Context: an optimization exercise on an open-source flow, tuned for small area and a short achievable clock period. The choices shown serve that exercise and are no tape-out recipe. The RTL was checked by simulation tests, not by an equivalence proof against the original design. No activity file was given, so power comes from the tool's default toggle rates.

==> inputs of run K <==
==> flow/design.v <==
package mulfwd_pkg;
   typedef enum logic {IDLE, WORK} state_t;
   localparam int unsigned PAD_ZERO = 0;
   localparam int unsigned PAD_REPL = 1;
   function automatic int unsigned tag_width(input int unsigned n);
      if (n > 1) tag_width = $clog2(n);
      else tag_width = 1;
   endfunction
endpackage
import mulfwd_pkg::*;
module mulfwd_rr_arbiter
#(
   parameter int unsigned FLUX = 2,
   localparam int unsigned TAG_WIDTH = mulfwd_pkg::tag_width(FLUX)
) (
   input  logic                 clk,
   input  logic                 rst,
   input  logic [FLUX-1:0]      req,
   output logic [TAG_WIDTH-1:0] grant,
   output logic                 valid
);
   logic [TAG_WIDTH-1:0] ptr_q, ptr_d;
   logic [FLUX-1:0][TAG_WIDTH-1:0] cand;
   always_comb begin
      for (int i = 0; i < FLUX; i++) begin
         cand[i] = TAG_WIDTH'((32'(ptr_q) + 32'(i)) % FLUX);
      end
   end
   always_comb begin
      grant = '0;
      valid = 1'b0;
      for (int i = FLUX - 1; i >= 0; i--) begin
         if (req[cand[i]]) begin
            grant = cand[i];
            valid = 1'b1;
         end
      end
   end
   always_comb begin
      ptr_d = ptr_q;
      if (valid) begin
         ptr_d = TAG_WIDTH'((32'(grant) + 32'd1) % FLUX);
      end
   end
   always_ff @(posedge clk or negedge rst) begin
      if (!rst) begin
         ptr_q <= '0;
      end else begin
         ptr_q <= ptr_d;
      end
   end
endmodule
import mulfwd_pkg::*;
module multi_line_buffer
#(
   parameter int unsigned FLUX       = 2,
   parameter int unsigned DATA_WIDTH = 18,
   parameter int unsigned SIZE_WIDTH = 7,
   parameter int unsigned LINE_DEPTH = 64,
   parameter int unsigned TAPS       = 3,
   parameter int unsigned PAD_MODE   = mulfwd_pkg::PAD_ZERO,
   localparam int unsigned TAG_WIDTH = mulfwd_pkg::tag_width(FLUX)
) (
   input  logic                                      clk,
   input  logic                                      rst,
   input  logic [FLUX-1:0][TAG_WIDTH+DATA_WIDTH-1:0] read_port_in_pel_dout,
   input  logic [FLUX-1:0]                           read_port_in_pel_empty,
   output logic [FLUX-1:0]                           read_port_in_pel_read,
   input  logic [FLUX-1:0][TAG_WIDTH+SIZE_WIDTH-1:0] read_port_ext_size_dout,
   input  logic [FLUX-1:0]                           read_port_ext_size_empty,
   output logic [FLUX-1:0]                           read_port_ext_size_read,
   input  logic [FLUX-1:0][TAG_WIDTH+SIZE_WIDTH-1:0] read_port_real_size_dout,
   input  logic [FLUX-1:0]                           read_port_real_size_empty,
   output logic [FLUX-1:0]                           read_port_real_size_read,
   output logic [TAG_WIDTH+TAPS*DATA_WIDTH-1:0]      write_port_out_pel_din,
   input  logic [FLUX-1:0]                           write_port_out_pel_full,
   output logic [FLUX-1:0]                           write_port_out_pel_write,
   output logic [FLUX-1:0]                           err_size
);
   localparam int unsigned DW = DATA_WIDTH;
   localparam int unsigned WW = 2 * DATA_WIDTH;    
   logic [1:0]      work_q;       
   logic [1:0]      err_q;        
   logic            ptr_q;        
   logic [1:0][5:0] col_q;        
   logic [1:0][5:0] nxt_q;        
   logic [1:0][5:0] wm1_q;        
   logic [1:0]      one_q;        
   logic [1:0][6:0] row_q;        
   logic [1:0]      r1_q;         
   logic [1:0]      r2_q;         
   logic [1:0][WW-1:0] pf_q;
   logic [LINE_DEPTH-1:0][WW-1:0] mem0, mem1;
   logic [1:0] elig, welig, pick, fire, fire_w, fire_i;
   logic       tag;
   always_comb begin
      for (int f = 0; f < 2; f++) begin
         welig[f] = work_q[f] && !read_port_in_pel_empty[f] && !write_port_out_pel_full[f];
         elig[f]  = work_q[f] ? (!read_port_in_pel_empty[f] && !write_port_out_pel_full[f])
                              : (!read_port_ext_size_empty[f] && !read_port_real_size_empty[f]);
      end
      pick[0] = elig[0] && (!ptr_q || !elig[1]);
      pick[1] = elig[1] && ( ptr_q || !elig[0]);
      fire    = pick & {2{rst}};
      fire_w  = fire & work_q;
      fire_i  = fire & ~work_q;
      tag     = ptr_q ? welig[1] : !welig[0];
   end
   assign read_port_in_pel_read    = fire_w;
   assign write_port_out_pel_write = fire_w;
   assign read_port_ext_size_read  = fire_i;
   assign read_port_real_size_read = fire_i;
   assign err_size                 = err_q;
   assign write_port_out_pel_din = {tag, tag ? {pf_q[1], read_port_in_pel_dout[1][DW-1:0]}
                                             : {pf_q[0], read_port_in_pel_dout[0][DW-1:0]}};
   logic [1:0][LINE_DEPTH-1:0] wsel, rsel;
   logic [1:0][WW-1:0]         wd, rd;
   logic [1:0]                 nr1, nr2, eol;
   always_comb begin
      for (int f = 0; f < 2; f++) begin
         eol[f] = (col_q[f] == 6'd0);
         nr1[f] = r1_q[f] || eol[f];
         nr2[f] = eol[f] ? r1_q[f] : r2_q[f];
         wd[f]  = {pf_q[f][DW-1:0], read_port_in_pel_dout[f][DW-1:0]};
         for (int a = 0; a < LINE_DEPTH; a++) begin
            wsel[f][a] = (col_q[f] == 6'(a));
            rsel[f][a] = (nxt_q[f] == 6'(a)) && !one_q[f];
         end
      end
      rd[0] = wd[0] & {WW{one_q[0]}};
      rd[1] = wd[1] & {WW{one_q[1]}};
      for (int a = 0; a < LINE_DEPTH; a++) begin
         rd[0] = rd[0] | (mem0[a] & {WW{rsel[0][a]}});
         rd[1] = rd[1] | (mem1[a] & {WW{rsel[1][a]}});
      end
   end
   always_ff @(posedge clk) begin
      for (int a = 0; a < LINE_DEPTH; a++) begin
         if (fire_w[0] && wsel[0][a]) mem0[a] <= wd[0];
         if (fire_w[1] && wsel[1][a]) mem1[a] <= wd[1];
      end
   end
   logic [1:0][5:0] wm1_in;
   always_comb begin
      for (int f = 0; f < 2; f++) begin
         wm1_in[f] = read_port_real_size_dout[f][6] ? 6'h3f
                                                   : read_port_real_size_dout[f][5:0] - 6'd1;
      end
   end
   always_ff @(posedge clk) begin
      for (int f = 0; f < 2; f++) begin
         if (fire_i[f]) begin
            col_q[f] <= wm1_in[f];
            nxt_q[f] <= (wm1_in[f] == 6'd0) ? 6'd0 : wm1_in[f] - 6'd1;
            wm1_q[f] <= wm1_in[f];
            one_q[f] <= (wm1_in[f] == 6'd0);
            row_q[f] <= read_port_ext_size_dout[f][6:0] - 7'd1;
            r1_q[f]  <= 1'b0;
            r2_q[f]  <= 1'b0;
            pf_q[f]  <= '0;
         end else if (fire_w[f]) begin
            col_q[f] <= nxt_q[f];
            nxt_q[f] <= (nxt_q[f] == 6'd0) ? wm1_q[f] : nxt_q[f] - 6'd1;
            if (eol[f]) begin
               row_q[f] <= row_q[f] - 7'd1;
               r1_q[f]  <= 1'b1;
               r2_q[f]  <= r1_q[f];
            end
            pf_q[f] <= {rd[f][WW-1:DW] & {DW{nr2[f]}}, rd[f][DW-1:0] & {DW{nr1[f]}}};
         end
      end
   end
   always_ff @(posedge clk or negedge rst) begin
      if (!rst) begin
         work_q <= '0;
         err_q  <= '0;
         ptr_q  <= 1'b0;
      end else begin
         if (|elig) ptr_q <= pick[0];
         for (int f = 0; f < 2; f++) begin
            if (fire_i[f]) begin
               if (read_port_real_size_dout[f][6:0] == 7'd0 ||
                   read_port_ext_size_dout[f][6:0] == 7'd0) begin
                  err_q[f] <= 1'b1;
               end else begin
                  work_q[f] <= 1'b1;
                  if (read_port_real_size_dout[f][6] && read_port_real_size_dout[f][5:0] != 6'd0)
                     err_q[f] <= 1'b1;
               end
            end else if (fire_w[f]) begin
               if (eol[f] && row_q[f] == 7'd0)
                  work_q[f] <= 1'b0;
            end
         end
      end
   end
endmodule
==> flow/run.sh <==
#!/bin/bash
# synth_recipe.tcl (not shown) runs the flow's synth.tcl, then flattens the netlist and writes it again
# the make line also repeats each setting of config.mk as NAME=value (left out here)
make -C /OpenROAD-flow-scripts/flow DESIGN_CONFIG=/design/flow/config.mk WORK_HOME=/design/flow/orfs CLKGATE_MAP_FILE= SYNTH_SCRIPT=/design/flow/synth_recipe.tcl finish
==> flow/config.mk <==
export PLATFORM = sky130hd
export DESIGN_NAME = multi_line_buffer
export DESIGN_NICKNAME = multi_line_buffer
export VERILOG_FILES = /design/flow/design.v
export SDC_FILE = /design/flow/constraint.sdc
export NUM_CORES = 4
export LEC_CHECK = 0
export CAP_MARGIN = 20
export CORE_MARGIN = 2
export CORE_UTILIZATION = 60
export CTS_CLUSTER_DIAMETER = 100
export CTS_CLUSTER_SIZE = 25
export SETUP_SLACK_MARGIN = 5
export SLEW_MARGIN = 20
export SYNTH_MEMORY_MAX_BITS = 8192
==> flow/constraint.sdc <==
create_clock -name core_clock -period 12.0 [get_ports {clk}]
set_input_delay 2.4000 -clock core_clock [delete_from_list [all_inputs] [get_ports {clk}]]
set_output_delay 2.4000 -clock core_clock [all_outputs]
set_load 0.01 [all_outputs]
==> inputs of run D, as changes to run K <==
--- a/flow/design.v
+++ b/flow/design.v
@@ -83,90 +83,80 @@
    logic [1:0]      err_q;        
    logic            ptr_q;        
    logic [1:0][5:0] col_q;        
-   logic [1:0][5:0] nxt_q;        
    logic [1:0][5:0] wm1_q;        
-   logic [1:0]      one_q;        
    logic [1:0][6:0] row_q;        
    logic [1:0]      r1_q;         
    logic [1:0]      r2_q;         
-   logic [1:0][WW-1:0] pf_q;
    logic [LINE_DEPTH-1:0][WW-1:0] mem0, mem1;
-   logic [1:0] elig, welig, pick, fire, fire_w, fire_i;
+   logic [1:0] elig, pick, fire, fire_w, fire_i;
    logic       tag;
    always_comb begin
       for (int f = 0; f < 2; f++) begin
-         welig[f] = work_q[f] && !read_port_in_pel_empty[f] && !write_port_out_pel_full[f];
-         elig[f]  = work_q[f] ? (!read_port_in_pel_empty[f] && !write_port_out_pel_full[f])
-                              : (!read_port_ext_size_empty[f] && !read_port_real_size_empty[f]);
+         elig[f] = work_q[f] ? (!read_port_in_pel_empty[f] && !write_port_out_pel_full[f])
+                             : (!read_port_ext_size_empty[f] && !read_port_real_size_empty[f]);
       end
       pick[0] = elig[0] && (!ptr_q || !elig[1]);
       pick[1] = elig[1] && ( ptr_q || !elig[0]);
       fire    = pick & {2{rst}};
       fire_w  = fire & work_q;
       fire_i  = fire & ~work_q;
-      tag     = ptr_q ? welig[1] : !welig[0];
+      tag     = ptr_q ? elig[1] : !elig[0];
    end
    assign read_port_in_pel_read    = fire_w;
    assign write_port_out_pel_write = fire_w;
    assign read_port_ext_size_read  = fire_i;
    assign read_port_real_size_read = fire_i;
    assign err_size                 = err_q;
-   assign write_port_out_pel_din = {tag, tag ? {pf_q[1], read_port_in_pel_dout[1][DW-1:0]}
-                                             : {pf_q[0], read_port_in_pel_dout[0][DW-1:0]}};
-   logic [1:0][LINE_DEPTH-1:0] wsel, rsel;
-   logic [1:0][WW-1:0]         wd, rd;
-   logic [1:0]                 nr1, nr2, eol;
+   logic [1:0][LINE_DEPTH-1:0] sel;
+   logic [1:0][WW-1:0]         rd;
    always_comb begin
       for (int f = 0; f < 2; f++) begin
-         eol[f] = (col_q[f] == 6'd0);
-         nr1[f] = r1_q[f] || eol[f];
-         nr2[f] = eol[f] ? r1_q[f] : r2_q[f];
-         wd[f]  = {pf_q[f][DW-1:0], read_port_in_pel_dout[f][DW-1:0]};
          for (int a = 0; a < LINE_DEPTH; a++) begin
-            wsel[f][a] = (col_q[f] == 6'(a));
-            rsel[f][a] = (nxt_q[f] == 6'(a)) && !one_q[f];
+            sel[f][a] = (col_q[f] == 6'(a));
          end
       end
-      rd[0] = wd[0] & {WW{one_q[0]}};
-      rd[1] = wd[1] & {WW{one_q[1]}};
+      rd = '0;
       for (int a = 0; a < LINE_DEPTH; a++) begin
-         rd[0] = rd[0] | (mem0[a] & {WW{rsel[0][a]}});
-         rd[1] = rd[1] | (mem1[a] & {WW{rsel[1][a]}});
+         rd[0] = rd[0] | (mem0[a] & {WW{sel[0][a]}});
+         rd[1] = rd[1] | (mem1[a] & {WW{sel[1][a]}});
       end
    end
+   logic [1:0][TAPS*DW-1:0] col_out;
+   always_comb begin
+      for (int f = 0; f < 2; f++) begin
+         col_out[f] = {rd[f][WW-1:DW] & {DW{r2_q[f]}},
+                       rd[f][DW-1:0]  & {DW{r1_q[f]}},
+                       read_port_in_pel_dout[f][DW-1:0]};
+      end
+   end
+   assign write_port_out_pel_din = {tag, tag ? col_out[1] : col_out[0]};
    always_ff @(posedge clk) begin
       for (int a = 0; a < LINE_DEPTH; a++) begin
-         if (fire_w[0] && wsel[0][a]) mem0[a] <= wd[0];
-         if (fire_w[1] && wsel[1][a]) mem1[a] <= wd[1];
-      end
-   end
-   logic [1:0][5:0] wm1_in;
-   always_comb begin
-      for (int f = 0; f < 2; f++) begin
-         wm1_in[f] = read_port_real_size_dout[f][6] ? 6'h3f
-                                                   : read_port_real_size_dout[f][5:0] - 6'd1;
+         if (fire_w[0] && sel[0][a])
+            mem0[a] <= {rd[0][DW-1:0], read_port_in_pel_dout[0][DW-1:0]};
+         if (fire_w[1] && sel[1][a])
+            mem1[a] <= {rd[1][DW-1:0], read_port_in_pel_dout[1][DW-1:0]};
       end
    end
    always_ff @(posedge clk) begin
       for (int f = 0; f < 2; f++) begin
          if (fire_i[f]) begin
-            col_q[f] <= wm1_in[f];
-            nxt_q[f] <= (wm1_in[f] == 6'd0) ? 6'd0 : wm1_in[f] - 6'd1;
-            wm1_q[f] <= wm1_in[f];
-            one_q[f] <= (wm1_in[f] == 6'd0);
+            col_q[f] <= read_port_real_size_dout[f][6] ? 6'h3f
+                                                      : read_port_real_size_dout[f][5:0] - 6'd1;
+            wm1_q[f] <= read_port_real_size_dout[f][6] ? 6'h3f
+                                                      : read_port_real_size_dout[f][5:0] - 6'd1;
             row_q[f] <= read_port_ext_size_dout[f][6:0] - 7'd1;
             r1_q[f]  <= 1'b0;
             r2_q[f]  <= 1'b0;
-            pf_q[f]  <= '0;
          end else if (fire_w[f]) begin
-            col_q[f] <= nxt_q[f];
-            nxt_q[f] <= (nxt_q[f] == 6'd0) ? wm1_q[f] : nxt_q[f] - 6'd1;
-            if (eol[f]) begin
+            if (col_q[f] != 6'd0) begin
+               col_q[f] <= col_q[f] - 6'd1;
+            end else begin
+               col_q[f] <= wm1_q[f];
                row_q[f] <= row_q[f] - 7'd1;
                r1_q[f]  <= 1'b1;
                r2_q[f]  <= r1_q[f];
             end
-            pf_q[f] <= {rd[f][WW-1:DW] & {DW{nr2[f]}}, rd[f][DW-1:0] & {DW{nr1[f]}}};
          end
       end
    end
@@ -188,7 +178,7 @@
                      err_q[f] <= 1'b1;
                end
             end else if (fire_w[f]) begin
-               if (eol[f] && row_q[f] == 7'd0)
+               if (col_q[f] == 6'd0 && row_q[f] == 7'd0)
                   work_q[f] <= 1'b0;
             end
          end
- CORE_UTILIZATION: 60 -> 40
- CTS_CLUSTER_DIAMETER: 100 -> not set
- CTS_CLUSTER_SIZE: 25 -> not set
- SETUP_SLACK_MARGIN: 5 -> not set
==> inputs of run Z, as changes to run K <==
--- a/flow/design.v
+++ b/flow/design.v
@@ -83,16 +83,16 @@
    logic [1:0]      err_q;        
    logic            ptr_q;        
    logic [1:0][5:0] col_q;        
-   logic [1:0][5:0] nxt_q;        
    logic [1:0][5:0] wm1_q;        
+   logic [1:0][5:0] pos_q;        
    logic [1:0]      one_q;        
    logic [1:0][6:0] row_q;        
    logic [1:0]      r1_q;         
    logic [1:0]      r2_q;         
    logic [1:0][WW-1:0] pf_q;
-   logic [LINE_DEPTH-1:0][WW-1:0] mem0, mem1;
+   logic [LINE_DEPTH-1:0][WW-1:0] ch0, ch1;
    logic [1:0] elig, welig, pick, fire, fire_w, fire_i;
-   logic       tag;
+   logic [5:0] tag;
    always_comb begin
       for (int f = 0; f < 2; f++) begin
          welig[f] = work_q[f] && !read_port_in_pel_empty[f] && !write_port_out_pel_full[f];
@@ -104,16 +104,29 @@
       fire    = pick & {2{rst}};
       fire_w  = fire & work_q;
       fire_i  = fire & ~work_q;
-      tag     = ptr_q ? welig[1] : !welig[0];
+      tag[0]  = ptr_q ? welig[1] : !welig[0];
+      tag[1]  = ptr_q ? elig[1] : !elig[0];
+      tag[2]  = pick[1];
+      tag[3]  = !pick[0];
+      tag[4]  = fire_w[1];
+      tag[5]  = !fire_w[0];
    end
    assign read_port_in_pel_read    = fire_w;
    assign write_port_out_pel_write = fire_w;
    assign read_port_ext_size_read  = fire_i;
    assign read_port_real_size_read = fire_i;
    assign err_size                 = err_q;
-   assign write_port_out_pel_din = {tag, tag ? {pf_q[1], read_port_in_pel_dout[1][DW-1:0]}
-                                             : {pf_q[0], read_port_in_pel_dout[0][DW-1:0]}};
-   logic [1:0][LINE_DEPTH-1:0] wsel, rsel;
+   logic [1:0][TAPS*DW-1:0] col_out;
+   always_comb begin
+      for (int f = 0; f < 2; f++) begin
+         col_out[f] = {pf_q[f], read_port_in_pel_dout[f][DW-1:0]};
+      end
+      write_port_out_pel_din[TAPS*DW] = tag[0];
+      for (int i = 0; i < TAPS*DW; i++) begin
+         write_port_out_pel_din[i] = tag[i / 9] ? col_out[1][i] : col_out[0][i];
+      end
+   end
+   logic [1:0][LINE_DEPTH-1:0] rsel;
    logic [1:0][WW-1:0]         wd, rd;
    logic [1:0]                 nr1, nr2, eol;
    always_comb begin
@@ -123,22 +136,19 @@
          nr2[f] = eol[f] ? r1_q[f] : r2_q[f];
          wd[f]  = {pf_q[f][DW-1:0], read_port_in_pel_dout[f][DW-1:0]};
          for (int a = 0; a < LINE_DEPTH; a++) begin
-            wsel[f][a] = (col_q[f] == 6'(a));
-            rsel[f][a] = (nxt_q[f] == 6'(a)) && !one_q[f];
+            rsel[f][a] = (pos_q[f] == 6'(a)) && !one_q[f];
          end
       end
       rd[0] = wd[0] & {WW{one_q[0]}};
       rd[1] = wd[1] & {WW{one_q[1]}};
       for (int a = 0; a < LINE_DEPTH; a++) begin
-         rd[0] = rd[0] | (mem0[a] & {WW{rsel[0][a]}});
-         rd[1] = rd[1] | (mem1[a] & {WW{rsel[1][a]}});
+         rd[0] = rd[0] | (ch0[a] & {WW{rsel[0][a]}});
+         rd[1] = rd[1] | (ch1[a] & {WW{rsel[1][a]}});
       end
    end
    always_ff @(posedge clk) begin
-      for (int a = 0; a < LINE_DEPTH; a++) begin
-         if (fire_w[0] && wsel[0][a]) mem0[a] <= wd[0];
-         if (fire_w[1] && wsel[1][a]) mem1[a] <= wd[1];
-      end
+      if (fire_w[0]) ch0 <= {ch0[LINE_DEPTH-2:0], wd[0]};
+      if (fire_w[1]) ch1 <= {ch1[LINE_DEPTH-2:0], wd[1]};
    end
    logic [1:0][5:0] wm1_in;
    always_comb begin
@@ -151,16 +161,15 @@
       for (int f = 0; f < 2; f++) begin
          if (fire_i[f]) begin
             col_q[f] <= wm1_in[f];
-            nxt_q[f] <= (wm1_in[f] == 6'd0) ? 6'd0 : wm1_in[f] - 6'd1;
             wm1_q[f] <= wm1_in[f];
+            pos_q[f] <= wm1_in[f] - 6'd1;
             one_q[f] <= (wm1_in[f] == 6'd0);
             row_q[f] <= read_port_ext_size_dout[f][6:0] - 7'd1;
             r1_q[f]  <= 1'b0;
             r2_q[f]  <= 1'b0;
             pf_q[f]  <= '0;
          end else if (fire_w[f]) begin
-            col_q[f] <= nxt_q[f];
-            nxt_q[f] <= (nxt_q[f] == 6'd0) ? wm1_q[f] : nxt_q[f] - 6'd1;
+            col_q[f] <= eol[f] ? wm1_q[f] : col_q[f] - 6'd1;
             if (eol[f]) begin
                row_q[f] <= row_q[f] - 7'd1;
                r1_q[f]  <= 1'b1;
==> flow/flow/run.sh (new file) <==
#!/bin/bash
# The standard layout (standard synthesis, floorplan, placement, CTS,
# routing), unchanged except that ORFS's repair_timing is asked to keep
# improving setup slack up to 7 ns instead of stopping at 0. The SDC, the
# clock period and the IO delays are the standard flow's own.
set -euo pipefail
bash standard.sh SETUP_SLACK_MARGIN=7 finish > flow_make.log 2>&1
==> flow/standard.sh (new file) <==
#!/bin/bash
# synth_recipe.tcl (not shown) runs the flow's synth.tcl, then flattens the netlist and writes it again
# the make line also repeats each setting of config.mk as NAME=value (left out here)
make -C /OpenROAD-flow-scripts/flow DESIGN_CONFIG=/design/flow/config.mk WORK_HOME=/design/flow/orfs CLKGATE_MAP_FILE= SYNTH_SCRIPT=/design/flow/synth_recipe.tcl "${@:-finish}"
- SETUP_SLACK_MARGIN: 5 -> not set
removed: flow/run.sh
==> run summary <==
- Maximum frequency, highest first: run Z, run K, run D.
- Run D produced a clean layout. Run K completed, yet does not pass: antenna rules. Run Z went through all stages and came out clean.
- In run Z the critical path depth is lower than in run D, by 2.
- The lowest first-iteration DRC count belongs to run D, the highest to run K.
- Between run Z and run D, the lower flip-flop and latch count is in run D (gap 86).
- In run Z the clock-buffer cell count is lower than in run D, by 151.
- Routed wire length, lowest first: run Z, run D, run K.
- Cell count, lowest first: run Z, run K, run D.
- The lowest worst hold slack belongs to run Z, the highest to run D.
==> figures <==
|  | run Z | run K | run D |
|---|---|---|---|
| Power density over cell area | 156 nW/um^2 | 145 nW/um^2 | 182 nW/um^2 |
| Final area over synthesized area | 1.094x | 1.095x | 1.157x |
| Result of the run | finished clean | failed layout checks | finished clean |
| Layout check failures | - | antenna rules | - |
| Number of flip-flops and latches in the synthesized netlist | 4741 | 4741 | 4655 |
| Clock transition at the register clock pins on the worst setup and hold paths after CTS | 0.10 ns | 0.10 ns | 0.06 ns |
| All-layer global routing usage | 0.443 | 0.560 | 0.347 |
| Highest net fanout along the worst path | 6 | 6 | 65 |
| Post-route minimum period | 6.54 ns | 6.98 ns | 10.30 ns |
| Slew headroom | 0.106 | 0.0442 | 0.102 |
| Fraction of the yosys area taken by sequential cells | 0.807 | 0.798 | 0.821 |
| Destination of the worst register-to-register timing path | pf_q[62] | pf_q[28] | mem0[1905] |
| Met2 wire len | 266 mm | 346 mm | 326 mm |
| Count of clock buffers in the final design | 378 | 372 | 529 |
| Layout cell share with drive strength beyond 1 | 0.116 | 0.121 | 0.155 |
| Die X-Extent | 545 um | 548 um | 656 um |
| Cell Area, Placed | 183000 sq um | 187000 sq um | 182000 sq um |
| Worst hold margin | 0.431 ns | 0.452 ns | 0.474 ns |
| Global-route track usage on met1 | 0.639 | 0.655 | 0.417 |

-- what the ideal ports hide --
How much do the figures lean on ideal ports? The routed layouts below were timed once more, with nothing changed but the port constraints. Step 1: set_driving_cell puts a clkbuf_16 on clk and a buf_2 on each other input, an assumption about the parent block. Step 2 times the ports against the registers' clock, not the clock port: input delays grow and output delays shrink by t, the midpoint of the rising clock arrivals with the driver on. Three values: ideal ports, drivers, drivers and shift; two values: the first two.
run | t, ns | slack for setup (ns) | slew at the worst register clock pin (ns)
run K | 1.105 | 5.018 / 4.992 / 4.603 | 0.12 / 0.12
run D | 1.147 | 1.705 / 1.589 / 2.736 | 0.08 / 0.08
run Z | 1.055 | 5.455 / 5.422 / 5.422 | 0.11 / 0.11
The setup slack of run K, which loses most, moves by -0.026 ns with the drivers and by -0.415 ns with both steps.
